Background: an optimization exercise with open tools, aiming at small area, a short achievable clock period and few clock cycles per item. Do not read the settings as production practice. In this exercise RTL edits were held to simulation tests only and were not proved equivalent to the original. Power is estimated from default activity; no workload was simulated.

==> flow/config.mk <==
export PLATFORM = sky130hd
export DESIGN_NAME = force_from_magnetic_field
export DESIGN_NICKNAME = force_from_magnetic_field
export VERILOG_FILES = /design/flow/design.v
export SDC_FILE = /design/flow/constraint.sdc
export NUM_CORES = 4
export LEC_CHECK = 0
export CAP_MARGIN = 20
export CORE_MARGIN = 2
export CORE_UTILIZATION = 25
export PLACE_DENSITY = 0.45
export SLEW_MARGIN = 20
==> flow/constraint.sdc <==
create_clock -name core_clock -period 13.0 [get_ports {clk}]
set_input_delay 2.6000 -clock core_clock [delete_from_list [all_inputs] [get_ports {clk}]]
set_output_delay 2.6000 -clock core_clock [all_outputs]
set_load 0.01 [all_outputs]
==> flow/design.v <==
`timescale 1ns / 1ps
package fmf_pkg;
    localparam int COEF_FRAC_BITS  = 20;
    localparam int FORCE_FRAC_BITS = 16;
    localparam int MONO_FRAC       = 8;
    localparam int COEF_COUNT      = 20;
    localparam int MONO_COUNT      = 10;
    localparam int NARROW_SHIFT = COEF_FRAC_BITS + MONO_FRAC - FORCE_FRAC_BITS;
    localparam int RSH = (NARROW_SHIFT > 0) ? NARROW_SHIFT : 0;
    localparam int LSH = (NARROW_SHIFT < 0) ? -NARROW_SHIFT : 0;
    localparam int SAMPLE_W = 16;
    localparam int FORCE_W  = 32;
    localparam int COEF_W   = 32;
    localparam int CIDX_W   = 5;
    localparam int MONO_W   = 57;             
    localparam int MAG_W    = MONO_W - 1;
    localparam int OPB_W    = COEF_W + 1;
    localparam int HALF_W   = 32;
    localparam int P_MAG_W  = MAG_W + HALF_W;
    localparam int P_W      = P_MAG_W + 1;
    localparam int ACC_W    = P_W + 4;        
    localparam int WIDE_W   = ACC_W + LSH;
    localparam int NSQ_W    = 48;             
    localparam int ROOT_W   = NSQ_W / 2;
    localparam int REM_W    = ROOT_W + 2;
    localparam int SUB_W    = REM_W + 2;
    localparam int DVD_W    = 55;             
    localparam int CNT_W    = 6;
    localparam int STEP_W   = 5;
    localparam int MIDX_W   = 4;
    localparam int CFG_IDX_W = 2;
    localparam logic OP_SAMPLE = 1'b0;
    localparam logic OP_COEF   = 1'b1;
    localparam logic [CFG_IDX_W-1:0] REG_OFFSET_X = 2'd0;
    localparam logic [CFG_IDX_W-1:0] REG_OFFSET_Y = 2'd1;
    localparam logic [CFG_IDX_W-1:0] REG_OFFSET_Z = 2'd2;
    localparam logic [STEP_W-1:0] STEP_XX      = 5'd0;
    localparam logic [STEP_W-1:0] STEP_YY      = 5'd1;
    localparam logic [STEP_W-1:0] STEP_RR      = 5'd2;
    localparam logic [STEP_W-1:0] STEP_RZ      = 5'd3;
    localparam logic [STEP_W-1:0] STEP_ZZ      = 5'd4;
    localparam logic [STEP_W-1:0] STEP_RRR     = 5'd5;
    localparam logic [STEP_W-1:0] STEP_RZR     = 5'd6;
    localparam logic [STEP_W-1:0] STEP_ZZR     = 5'd7;
    localparam logic [STEP_W-1:0] STEP_ZZZ     = 5'd8;
    localparam logic [STEP_W-1:0] STEP_RAD0    = 5'd9;
    localparam logic [STEP_W-1:0] STEP_AX0     = 5'd19;
    localparam logic [STEP_W-1:0] STEP_AX_LAST = 5'd28;
    localparam logic [STEP_W-1:0] STEP_SPLIT_X = 5'd29;
    localparam logic [STEP_W-1:0] STEP_SPLIT_Y = 5'd30;
    localparam logic [MIDX_W-1:0] MONO_ONE = 4'd0;
    localparam logic [MIDX_W-1:0] MONO_R   = 4'd1;
    localparam logic [MIDX_W-1:0] MONO_Z   = 4'd2;
    typedef enum logic [2:0] {
        ST_IDLE,
        ST_MLO,
        ST_MHI,
        ST_WB,
        ST_SQRT,
        ST_AXIAL,
        ST_DIV,
        ST_OUT
    } fmf_state_t;
    function automatic logic signed [FORCE_W-1:0] narrow(input logic signed [ACC_W-1:0] acc);
        logic signed [WIDE_W-1:0] w;
        logic                     fits;
        begin
            w = WIDE_W'(acc);
            w = (w <<< LSH) >>> RSH;
            fits = (&w[WIDE_W-1:FORCE_W-1]) || ~(|w[WIDE_W-1:FORCE_W-1]);
            if (fits)
                narrow = w[FORCE_W-1:0];
            else if (w[WIDE_W-1])
                narrow = {1'b1, {(FORCE_W-1){1'b0}}};
            else
                narrow = {1'b0, {(FORCE_W-1){1'b1}}};
        end
    endfunction
endpackage
`timescale 1ns / 1ps
module force_from_magnetic_field (
    input  logic        clk,
    input  logic        rst_n,
    input  logic        s_tvalid,
    output logic        s_tready,
    input  logic [87:0] s_tdata,
    input  logic [1:0]  s_tuser,
    output logic        m_tvalid,
    input  logic        m_tready,
    output logic [95:0] m_tdata,
    output logic        m_tuser,
    input  logic        cfg_we,
    input  logic [1:0]  cfg_index,
    input  logic [15:0] cfg_data
);
    localparam int SW = fmf_pkg::SAMPLE_W;
    localparam int FW = fmf_pkg::FORCE_W;
    fmf_pkg::fmf_state_t state_reg, state_next;
    logic                         in_op;
    logic                         in_err;
    logic signed [SW-1:0]         in_x, in_y, in_z;
    logic [fmf_pkg::CIDX_W-1:0]   in_cidx;
    logic [fmf_pkg::COEF_W-1:0]   in_coef;
    logic signed [SW-1:0]         cx, cy, cz;
    logic                         accept;
    assign in_op   = s_tuser[0];
    assign in_err  = s_tuser[1];
    assign in_x    = s_tdata[15:0];
    assign in_y    = s_tdata[31:16];
    assign in_z    = s_tdata[47:32];
    assign in_cidx = s_tdata[52:48];
    assign in_coef = s_tdata[84:53];
    assign accept  = s_tvalid && s_tready;
    logic signed [SW-1:0] offset_x_reg, offset_y_reg, offset_z_reg;
    logic signed [FW-1:0] held_x_reg, held_y_reg, held_z_reg;
    logic                 out_valid_reg;
    logic [fmf_pkg::STEP_W-1:0] step_reg, step_next;
    logic [fmf_pkg::CNT_W-1:0]  cnt_reg;
    logic signed [SW-1:0]          x_reg, y_reg, z_reg;
    logic                          xy_nz_reg;
    logic                          err_reg;
    logic signed [fmf_pkg::MONO_W-1:0] mono_reg [fmf_pkg::MONO_COUNT];
    logic [fmf_pkg::COEF_W-1:0]    coef_mem [fmf_pkg::COEF_COUNT];
    logic signed [fmf_pkg::COEF_W-1:0] coef_rd_reg;
    logic [2*fmf_pkg::HALF_W-1:0]  plo_reg;
    logic [fmf_pkg::MAG_W-fmf_pkg::HALF_W-1:0] ahi_reg;
    logic [fmf_pkg::HALF_W-1:0]    bm_reg;
    logic                          mneg_reg;
    logic signed [fmf_pkg::P_W-1:0]   p_reg;
    logic signed [fmf_pkg::ACC_W-1:0] acc_reg;
    logic signed [FW-1:0]          radial_reg;
    logic [fmf_pkg::NSQ_W-1:0]     nsq_reg;
    logic [fmf_pkg::ROOT_W-1:0]    root_reg;
    logic [fmf_pkg::REM_W-1:0]     rem_reg;
    logic [fmf_pkg::DVD_W-1:0]     dvd_reg;
    logic                          sneg_reg;
    logic [FW-1:0]                 out_x_reg, out_y_reg, out_z_reg;
    logic                          out_st_reg;
    assign cx = in_x - offset_x_reg;
    assign cy = in_y - offset_y_reg;
    assign cz = in_z - offset_z_reg;
    logic signed [SW+fmf_pkg::MONO_FRAC-1:0] x8, y8, z8;
    logic signed [fmf_pkg::MONO_W-1:0]       r8_m;
    assign x8   = {x_reg, {fmf_pkg::MONO_FRAC{1'b0}}};
    assign y8   = {y_reg, {fmf_pkg::MONO_FRAC{1'b0}}};
    assign z8   = {z_reg, {fmf_pkg::MONO_FRAC{1'b0}}};
    assign r8_m = fmf_pkg::MONO_W'({1'b0, root_reg});
    logic [fmf_pkg::MIDX_W-1:0]       mono_idx;
    logic signed [fmf_pkg::MONO_W-1:0] op_a;
    logic signed [fmf_pkg::OPB_W-1:0]  op_b;
    logic signed [fmf_pkg::MONO_W-1:0] neg_a;
    logic signed [fmf_pkg::OPB_W-1:0]  neg_b;
    logic [fmf_pkg::MAG_W-1:0]         a_mag;
    logic [fmf_pkg::HALF_W-1:0]        b_mag;
    assign mono_idx = (step_reg < fmf_pkg::STEP_AX0)
                    ? fmf_pkg::MIDX_W'(step_reg - fmf_pkg::STEP_RAD0)
                    : fmf_pkg::MIDX_W'(step_reg - fmf_pkg::STEP_AX0);
    always_comb
    begin
        op_a = '0;
        op_b = '0;
        if (step_reg >= fmf_pkg::STEP_RAD0 && step_reg <= fmf_pkg::STEP_AX_LAST)
        begin
            op_a = mono_reg[mono_idx];
            op_b = fmf_pkg::OPB_W'(coef_rd_reg);
        end
        else
        begin
            case (step_reg)
                fmf_pkg::STEP_XX:
                begin
                    op_a = fmf_pkg::MONO_W'(x_reg);
                    op_b = fmf_pkg::OPB_W'(x_reg);
                end
                fmf_pkg::STEP_YY:
                begin
                    op_a = fmf_pkg::MONO_W'(y_reg);
                    op_b = fmf_pkg::OPB_W'(y_reg);
                end
                fmf_pkg::STEP_RR:
                begin
                    op_a = r8_m;
                    op_b = fmf_pkg::OPB_W'(r8_m);
                end
                fmf_pkg::STEP_RZ:
                begin
                    op_a = r8_m;
                    op_b = fmf_pkg::OPB_W'(z8);
                end
                fmf_pkg::STEP_ZZ:
                begin
                    op_a = fmf_pkg::MONO_W'(z8);
                    op_b = fmf_pkg::OPB_W'(z8);
                end
                fmf_pkg::STEP_RRR:
                begin
                    op_a = mono_reg[3];
                    op_b = fmf_pkg::OPB_W'(r8_m);
                end
                fmf_pkg::STEP_RZR:
                begin
                    op_a = mono_reg[4];
                    op_b = fmf_pkg::OPB_W'(r8_m);
                end
                fmf_pkg::STEP_ZZR:
                begin
                    op_a = mono_reg[5];
                    op_b = fmf_pkg::OPB_W'(r8_m);
                end
                fmf_pkg::STEP_ZZZ:
                begin
                    op_a = mono_reg[5];
                    op_b = fmf_pkg::OPB_W'(z8);
                end
                fmf_pkg::STEP_SPLIT_X:
                begin
                    op_a = fmf_pkg::MONO_W'(radial_reg);
                    op_b = fmf_pkg::OPB_W'(x8);
                end
                fmf_pkg::STEP_SPLIT_Y:
                begin
                    op_a = fmf_pkg::MONO_W'(radial_reg);
                    op_b = fmf_pkg::OPB_W'(y8);
                end
                default:
                begin
                    op_a = '0;
                    op_b = '0;
                end
            endcase
        end
    end
    assign neg_a = -op_a;
    assign neg_b = -op_b;
    assign a_mag = op_a[fmf_pkg::MONO_W-1] ? neg_a[fmf_pkg::MAG_W-1:0]
                                           : op_a[fmf_pkg::MAG_W-1:0];
    assign b_mag = op_b[fmf_pkg::OPB_W-1] ? neg_b[fmf_pkg::HALF_W-1:0]
                                          : op_b[fmf_pkg::HALF_W-1:0];
    logic [fmf_pkg::MAG_W-1:0]      phi_mag;
    logic [fmf_pkg::P_MAG_W-1:0]    pmag;
    logic signed [fmf_pkg::P_W-1:0] pext;
    assign phi_mag = ahi_reg * bm_reg;
    assign pmag = {phi_mag, {fmf_pkg::HALF_W{1'b0}}}
                + fmf_pkg::P_MAG_W'(plo_reg);
    assign pext = {1'b0, pmag};
    logic [fmf_pkg::SUB_W-1:0] sub_a, sub_b;
    logic [fmf_pkg::SUB_W:0]   diff;
    logic                      ge;
    always_comb
    begin
        if (state_reg == fmf_pkg::ST_SQRT)
        begin
            sub_a = {rem_reg, nsq_reg[fmf_pkg::NSQ_W-1 -: 2]};
            sub_b = fmf_pkg::SUB_W'({root_reg, 2'b01});
        end
        else
        begin
            sub_a = fmf_pkg::SUB_W'({rem_reg[fmf_pkg::REM_W-2:0],
                                     dvd_reg[fmf_pkg::DVD_W-1]});
            sub_b = fmf_pkg::SUB_W'(root_reg);
        end
    end
    assign diff = {1'b0, sub_a} - {1'b0, sub_b};
    assign ge   = ~diff[fmf_pkg::SUB_W];
    logic [fmf_pkg::DVD_W-1:0] quot;
    logic [FW-1:0]             qneg;
    logic signed [FW-1:0]      split_val;
    assign quot = {dvd_reg[fmf_pkg::DVD_W-2:0], ge};
    assign qneg = -quot[FW-1:0];
    always_comb
    begin
        if (!sneg_reg)
            split_val = (quot > fmf_pkg::DVD_W'(32'h7FFF_FFFF)) ? 32'sh7FFF_FFFF
                                                               : quot[FW-1:0];
        else
            split_val = (quot > fmf_pkg::DVD_W'(33'h0_8000_0000)) ? 32'sh8000_0000
                                                                 : qneg;
    end
    logic signed [FW-1:0] acc_narrow;
    assign acc_narrow = fmf_pkg::narrow(acc_reg);
    logic out_load;
    assign out_load = !out_valid_reg || m_tready;
    logic [fmf_pkg::CIDX_W-1:0] rd_idx;
    assign rd_idx = step_next - fmf_pkg::STEP_RAD0;
    always_comb
    begin
        state_next = state_reg;
        step_next  = step_reg;
        case (state_reg)
            fmf_pkg::ST_IDLE:
            begin
                if (accept && in_op == fmf_pkg::OP_SAMPLE)
                begin
                    step_next  = fmf_pkg::STEP_XX;
                    state_next = in_err ? fmf_pkg::ST_OUT : fmf_pkg::ST_MLO;
                end
            end
            fmf_pkg::ST_MLO:
                state_next = fmf_pkg::ST_MHI;
            fmf_pkg::ST_MHI:
                state_next = fmf_pkg::ST_WB;
            fmf_pkg::ST_WB:
            begin
                case (step_reg)
                    fmf_pkg::STEP_YY:
                    begin
                        state_next = fmf_pkg::ST_SQRT;
                        step_next  = step_reg + 1'b1;
                    end
                    fmf_pkg::STEP_AX_LAST:
                    begin
                        state_next = fmf_pkg::ST_AXIAL;
                        step_next  = step_reg + 1'b1;
                    end
                    fmf_pkg::STEP_SPLIT_X, fmf_pkg::STEP_SPLIT_Y:
                        state_next = fmf_pkg::ST_DIV;
                    default:
                    begin
                        state_next = fmf_pkg::ST_MLO;
                        step_next  = step_reg + 1'b1;
                    end
                endcase
            end
            fmf_pkg::ST_SQRT:
            begin
                if (cnt_reg == '0)
                    state_next = fmf_pkg::ST_MLO;
            end
            fmf_pkg::ST_AXIAL:
                state_next = xy_nz_reg ? fmf_pkg::ST_MLO : fmf_pkg::ST_OUT;
            fmf_pkg::ST_DIV:
            begin
                if (cnt_reg == '0)
                begin
                    if (step_reg == fmf_pkg::STEP_SPLIT_X)
                    begin
                        state_next = fmf_pkg::ST_MLO;
                        step_next  = fmf_pkg::STEP_SPLIT_Y;
                    end
                    else
                        state_next = fmf_pkg::ST_OUT;
                end
            end
            fmf_pkg::ST_OUT:
            begin
                if (out_load)
                    state_next = fmf_pkg::ST_IDLE;
            end
            default:
                state_next = fmf_pkg::ST_IDLE;
        endcase
    end
    assign s_tready = (state_reg == fmf_pkg::ST_IDLE);
    always_ff @(posedge clk or negedge rst_n)
    begin
        if (!rst_n)
        begin
            state_reg     <= fmf_pkg::ST_IDLE;
            step_reg      <= fmf_pkg::STEP_XX;
            out_valid_reg <= 1'b0;
            offset_x_reg  <= '0;
            offset_y_reg  <= '0;
            offset_z_reg  <= '0;
            held_x_reg    <= '0;
            held_y_reg    <= '0;
            held_z_reg    <= '0;
        end
        else
        begin
            state_reg <= state_next;
            step_reg  <= step_next;
            if (cfg_we)
            begin
                case (cfg_index)
                    fmf_pkg::REG_OFFSET_X: offset_x_reg <= cfg_data;
                    fmf_pkg::REG_OFFSET_Y: offset_y_reg <= cfg_data;
                    fmf_pkg::REG_OFFSET_Z: offset_z_reg <= cfg_data;
                    default: ;
                endcase
            end
            if (state_reg == fmf_pkg::ST_OUT && out_load)
                out_valid_reg <= 1'b1;
            else if (m_tready)
                out_valid_reg <= 1'b0;
            if (state_reg == fmf_pkg::ST_AXIAL)
                held_z_reg <= acc_narrow;
            if (state_reg == fmf_pkg::ST_DIV && cnt_reg == '0)
            begin
                if (step_reg == fmf_pkg::STEP_SPLIT_X)
                    held_x_reg <= split_val;
                else
                    held_y_reg <= split_val;
            end
        end
    end
    always_ff @(posedge clk)
    begin
        if (accept && in_op == fmf_pkg::OP_COEF && in_cidx < fmf_pkg::CIDX_W'(fmf_pkg::COEF_COUNT))
            coef_mem[in_cidx] <= in_coef;
        if (rd_idx < fmf_pkg::CIDX_W'(fmf_pkg::COEF_COUNT))
            coef_rd_reg <= coef_mem[rd_idx];
    end
    always_ff @(posedge clk)
    begin
        case (state_reg)
            fmf_pkg::ST_IDLE:
            begin
                x_reg     <= cx;
                y_reg     <= cy;
                z_reg     <= cz;
                xy_nz_reg <= (cx != '0) || (cy != '0);
                mono_reg[fmf_pkg::MONO_ONE] <= fmf_pkg::MONO_W'(1 << fmf_pkg::MONO_FRAC);
                mono_reg[fmf_pkg::MONO_Z]   <=
                    fmf_pkg::MONO_W'($signed({cz, {fmf_pkg::MONO_FRAC{1'b0}}}));
            end
            fmf_pkg::ST_MLO:
            begin
                plo_reg  <= a_mag[fmf_pkg::HALF_W-1:0] * b_mag;
                ahi_reg  <= a_mag[fmf_pkg::MAG_W-1:fmf_pkg::HALF_W];
                bm_reg   <= b_mag;
                mneg_reg <= op_a[fmf_pkg::MONO_W-1] ^ op_b[fmf_pkg::OPB_W-1];
            end
            fmf_pkg::ST_MHI:
                p_reg <= mneg_reg ? -pext : pext;
            fmf_pkg::ST_WB:
            begin
                if (step_reg == fmf_pkg::STEP_XX)
                    nsq_reg <= {p_reg[31:0], 16'b0};
                else if (step_reg == fmf_pkg::STEP_YY)
                begin
                    nsq_reg  <= nsq_reg + {p_reg[31:0], 16'b0};
                    rem_reg  <= '0;
                    root_reg <= '0;
                    cnt_reg  <= fmf_pkg::CNT_W'(fmf_pkg::ROOT_W - 1);
                end
                else if (step_reg <= fmf_pkg::STEP_ZZZ)
                begin
                    mono_reg[fmf_pkg::MIDX_W'(step_reg + 1'b1)] <=
                        fmf_pkg::MONO_W'(p_reg >>> fmf_pkg::MONO_FRAC);
                    if (step_reg == fmf_pkg::STEP_RR)
                        mono_reg[fmf_pkg::MONO_R] <= r8_m;
                end
                else if (step_reg <= fmf_pkg::STEP_AX_LAST)
                begin
                    if (step_reg == fmf_pkg::STEP_RAD0 || step_reg == fmf_pkg::STEP_AX0)
                        acc_reg <= fmf_pkg::ACC_W'(p_reg);
                    else
                        acc_reg <= acc_reg + fmf_pkg::ACC_W'(p_reg);
                    if (step_reg == fmf_pkg::STEP_AX0)
                        radial_reg <= acc_narrow;
                end
                else
                begin
                    dvd_reg  <= p_reg[fmf_pkg::P_W-1] ? fmf_pkg::DVD_W'(-p_reg)
                                                      : fmf_pkg::DVD_W'(p_reg);
                    sneg_reg <= p_reg[fmf_pkg::P_W-1];
                    rem_reg  <= '0;
                    cnt_reg  <= fmf_pkg::CNT_W'(fmf_pkg::DVD_W - 1);
                end
            end
            fmf_pkg::ST_SQRT:
            begin
                rem_reg  <= ge ? diff[fmf_pkg::REM_W-1:0] : sub_a[fmf_pkg::REM_W-1:0];
                root_reg <= {root_reg[fmf_pkg::ROOT_W-2:0], ge};
                nsq_reg  <= {nsq_reg[fmf_pkg::NSQ_W-3:0], 2'b00};
                cnt_reg  <= cnt_reg - 1'b1;
            end
            fmf_pkg::ST_DIV:
            begin
                rem_reg <= ge ? diff[fmf_pkg::REM_W-1:0] : sub_a[fmf_pkg::REM_W-1:0];
                dvd_reg <= quot;
                cnt_reg <= cnt_reg - 1'b1;
            end
            fmf_pkg::ST_OUT:
            begin
                if (out_load)
                begin
                    out_x_reg  <= held_x_reg;
                    out_y_reg  <= held_y_reg;
                    out_z_reg  <= held_z_reg;
                    out_st_reg <= err_reg;
                end
            end
            default: ;
        endcase
        if (accept && in_op == fmf_pkg::OP_SAMPLE)
            err_reg <= in_err;
    end
    assign m_tvalid = out_valid_reg;
    assign m_tdata  = {out_z_reg, out_y_reg, out_x_reg};
    assign m_tuser  = out_st_reg;
endmodule
==> flow/run.sh <==
#!/bin/bash
# synth_recipe.tcl (not shown) runs the flow's synth.tcl, then flattens the netlist and writes it again
# the make line also repeats each setting of config.mk as NAME=value (left out here)
make -C /OpenROAD-flow-scripts/flow DESIGN_CONFIG=/design/flow/config.mk WORK_HOME=/design/flow/orfs CLKGATE_MAP_FILE= SYNTH_SCRIPT=/design/flow/synth_recipe.tcl finish
==> out/qor.csv <==
stage;metric;value;unit
sta;fin_crit_sh;97.5;%
synthesis;synth_xor_area_share;3.08;%
sta;slew_headroom;8.82;%
sta;fin_ws;0.328;ns
clock_tree;hold_buffers;0;
power_and_ir_drop;p_leak;75.4;nW
run_status;status;timing/DRC/antenna clean;
synthesis;synth_edf_count;1982;
synthesis;synth_top_cells_by_area;edfxtp_1 (37%), fa_1 (20%), ha_1 (5.4%), mux4_2 (5.2%), inv_1 (4.3%);
floorplanning;die-area;642000;um^2
setup_path;crit_path_max_fanout;5;
setup_path;cp.arrival;13.32;ns
placement;routabilityCongestion;0.932;
setup_path;rrSetupSlack;0.33;ns
sta;finalSetupTns;0;ns
floorplanning;rows;292;
synthesis;synth_nets;16300;
floorplanning;start_util;25.1;%
synthesis;synth_area;159000;um^2
synthesis;synth-seq-area-share;39.9;%
drt;drt_wl_total;593;mm
cells_and_area;largest_register_ffs;684;
min_path;hold_end;out_st_reg;
synthesis;synth_most_common_cell;edfxtp_1;
global_route;grt_pass1_wl;847;mm
clock_tree;clock_path_buffers;4;
synthesis;synth_simple_gate_area_share;10.9;%
clock_tree;clkSlewWorstSetupHoldPaths;0.06;ns
clock_tree;h-tree-depth;4;
synthesis;synthCells;14000;
synthesis;avgSynthCellArea;11.4;um^2
power_and_ir_drop;ir_worst_vdd;0.000119;V
drt;drc;0;
setup_path;crit_top_cell;fa_1;
global_route;grt-ovfl-total;0;
clock_tree;cts_tree;yes;
global_route;grtUsageTotal;18.1;%
drt;vias;112000;
setup_path;r2r_start;step_reg[0];
cells_and_area;fin_nets;17100;
sta;clock-skew-final;0.137;ns
setup_path;reg2reg_to;plo_reg[63];
synthesis;synthFlopType;edfxtp_1;
synthesis;synth_top_area_share;37.5;%
sta;period_minus_slack;12.67;ns
drt;drtPass1Iterations;9;
clock_tree;cts_root_buffer;clkbuf_16;
synthesis;synth.distinct_cells;99;
clock_tree;clock_sinks;2135;
min_path;hold_class;reg -> reg;
drt;ant_nets;0;
min_path;min_path_cells;0;
setup_path;r2r_cells;49;
setup_path;crit_type;reg -> reg;
synthesis;synthTopCellsByCount;edfxtp_1 (1,982), inv_1 (1,822), nand2_1 (1,607), fa_1 (1,562), nor2_1 (1,084);
synthesis;ys_ff_latch;2135;
setup_path;crit_path_end_kind;flop;
placement;hpwl;447;mm
power_and_ir_drop;p_per_area;81.6;nW/um^2
global_route;grt_max_degree;122;
floorplanning;coreArea;633000;um^2
clock_tree;cts_buffers;244;
cells_and_area;drive_gt1_share;14.7;%
drt;drt_iter0_drc;9864;
flow_run;drv_cap;0;
sta;grt_setup_unrepaired;yes;
synthesis;async_reset_ff_share;7.17;%
sta;hold_viol;0;
placement;dp_slack;-0.401;ns
min_path;min_from;err_reg;
cells_and_area;fillers;65400;
synthesis;synthMuxAreaShare;6.83;%
setup_path;slowest_stage;fa_4;
setup_path;start_kind;flop;
placement;place_area;178000;um^2
sta;worst_pin_slew;1.36;ns
synthesis;synth-compound-area-share;8.07;%
cells_and_area;final_area;187000;um^2
synthesis;ys_warn_count;1;
sta;slew_viol_final;0;
setup_path;max_stage_delay;0.90;ns
synthesis;synth_top_area_cell;edfxtp_1;
floorplanning;die_h;801;um
global_route;antenna_found_initial;55;
drt;post_drt_wl_per_cell;25.4;um
global_route;grt_pass1_vias;114000;
sta;fmax;78.9;MHz
floorplanning;die_w;801;um
placement;portBuffers;208;
drt;post_drt_via_cell_ratio;4.80;
sta;setup_viol;0;
cells_and_area;syn2layout_area_growth;17.7;%
synthesis;synth_top_family_by_area;adder cells;
floorplanning;io-pin-count;212;
clock_tree;insertion_delay;1.01;ns
setup_path;required;13.65;ns
synthesis;synth_fa_ha_area_share;25.1;%
==> layout by cell type (no fill, tap or decap), types with 293 or more instances in the layout <==
cell,n
a21oi_1,567
and2_1,406
buf_4,907
edfxtp_1,1982
fa_1,1551
ha_1,681
inv_1,1818
mux4_2,364
nand2_1,1604
nor2_1,1050
o21ai_0,430
xnor2_1,293
==> kinds of logic after synthesis <==
group | Yosys count
AND/OR/NAND/NOR | 3860
buffers and inverters | 2559
adder cells (fa/ha/maj) | 2246
flip-flops | 2135
AO/OA/AOI/OAI | 2003
multiplexers | 609
XOR/XNOR | 558
==> how the worst max path moves through the flow <==
stage	startpoint	to	slack (ns)
5_1_grt	step_reg[0]	plo_reg[63]	-0.09
4_1_cts	step_reg[2]	plo_reg[63]	0.0004
3_3_place_gp	step_reg[2]	plo_reg[63]	-0.43
6_report	step_reg[0]	plo_reg[63]	0.33
2_1_floorplan	step_reg[0]	plo_reg[63]	0.0008
3_5_place_dp	step_reg[2]	plo_reg[63]	-0.40
==> per-layer routing <==
| layer | up-vias | global-route usage [%] | routed length [um] |
|---|---|---|---|
| li1 | 49000 | - | - |
| met4 | 18 | 7.17 | 29100 |
| met1 | 58200 | 24.5 | 256000 |
| met5 | - | 0 | 129 |
| met3 | 871 | 2.81 | 37100 |
| met2 | 3672 | 29.0 | 270000 |
==> metrics by stage <==
step | total power (W) | hold WS [ns] | instances | util, %
final | 0.0153 | 0.425 | 23300 | 29.6
after global routing | 0.0157 | 0.442 | 23300 | 29.6
after CTS | 0.0154 | 0.422 | 23300 | 29.5
after detailed placement | 0.00822 | 0.408 | 22800 | 28.2
after global placement | 0.00822 | 0.412 | 22800 | 28.2
after floorplan | 0.00790 | 0.400 | 14000 | -
==> critical path: cells and delay by family, from the launching register on <==
family	cells	cell delay [ns]
AO/OA/AOI/OAI	16	3.14
buffers and inverters	9	0.90
flip-flops	1	0.40
adder cells (fa/ha/maj)	10	5.08
AND/OR/NAND/NOR	9	1.79
XOR/XNOR	2	0.32
multiplexers	3	0.73
==> report_power, final <==
part	total [W]	switching (W)	internal [W]
clock network	0.00718	0.00307	0.00411
logic	0.000568	0.000384	0.000184
registers	0.00751	0.0000127	0.00750
total	0.0153	0.00347	0.0118
==> final cells by class <==
type	count	area [um^2]	area share, %
multi-input combinational	9276	87300	46.7
antenna	11	27.5	0.0147
clock inverter	157	1760	0.939
sequential	2135	63300	33.9
inverter	1843	6930	3.70
tap	8379	10500	5.61
clock buffer	294	6400	3.42
timing repair buffer	1216	10800	5.79
==> what timing repair did <==
| item | 4_1_cts | 5_1_grt |
|---|---|---|
| pin swaps | 7 | 56 |
| setup endpoints to repair | 12 | 20 |
| hold endpoints to repair | 0 | 0 |
| cloned | 0 | 1 |
| buffers inserted | 3 | 19 |
| resized for setup | 16 | 86 |
Testbench counts, summed over its fixed seeds: cycles 228,688, items 1,024.

## afterwards: timing with drivers on the ports
How much do the figures lean on ideal ports? The routed layout below was timed once more, with nothing changed but the port constraints. Step 1 (the two cells are an assumption about what drives the block):
set clk [get_ports {clk}]
set_driving_cell -lib_cell sky130_fd_sc_hd__clkbuf_16 $clk
set_driving_cell -lib_cell sky130_fd_sc_hd__buf_2 [delete_from_list [all_inputs] $clk]
Step 2 also shifts input and output timing later by t, the mid clock arrival at the registers, as if the neighbouring blocks saw the same clock. Slacks: ideal / step 1 / step 2; pairs: ideal / step 1.
t (ns): 1.062
setup WS [ns]: 0.328 / 0.328 / 0.328
worst setup path after step 2: register to register
slew at the worst register clock pin (ns): 0.08 / 0.08
After both steps setup and hold are still met in this run. For this run, drivers alone change the setup slack by 0.000 ns; drivers and shift together by 0.000 ns.
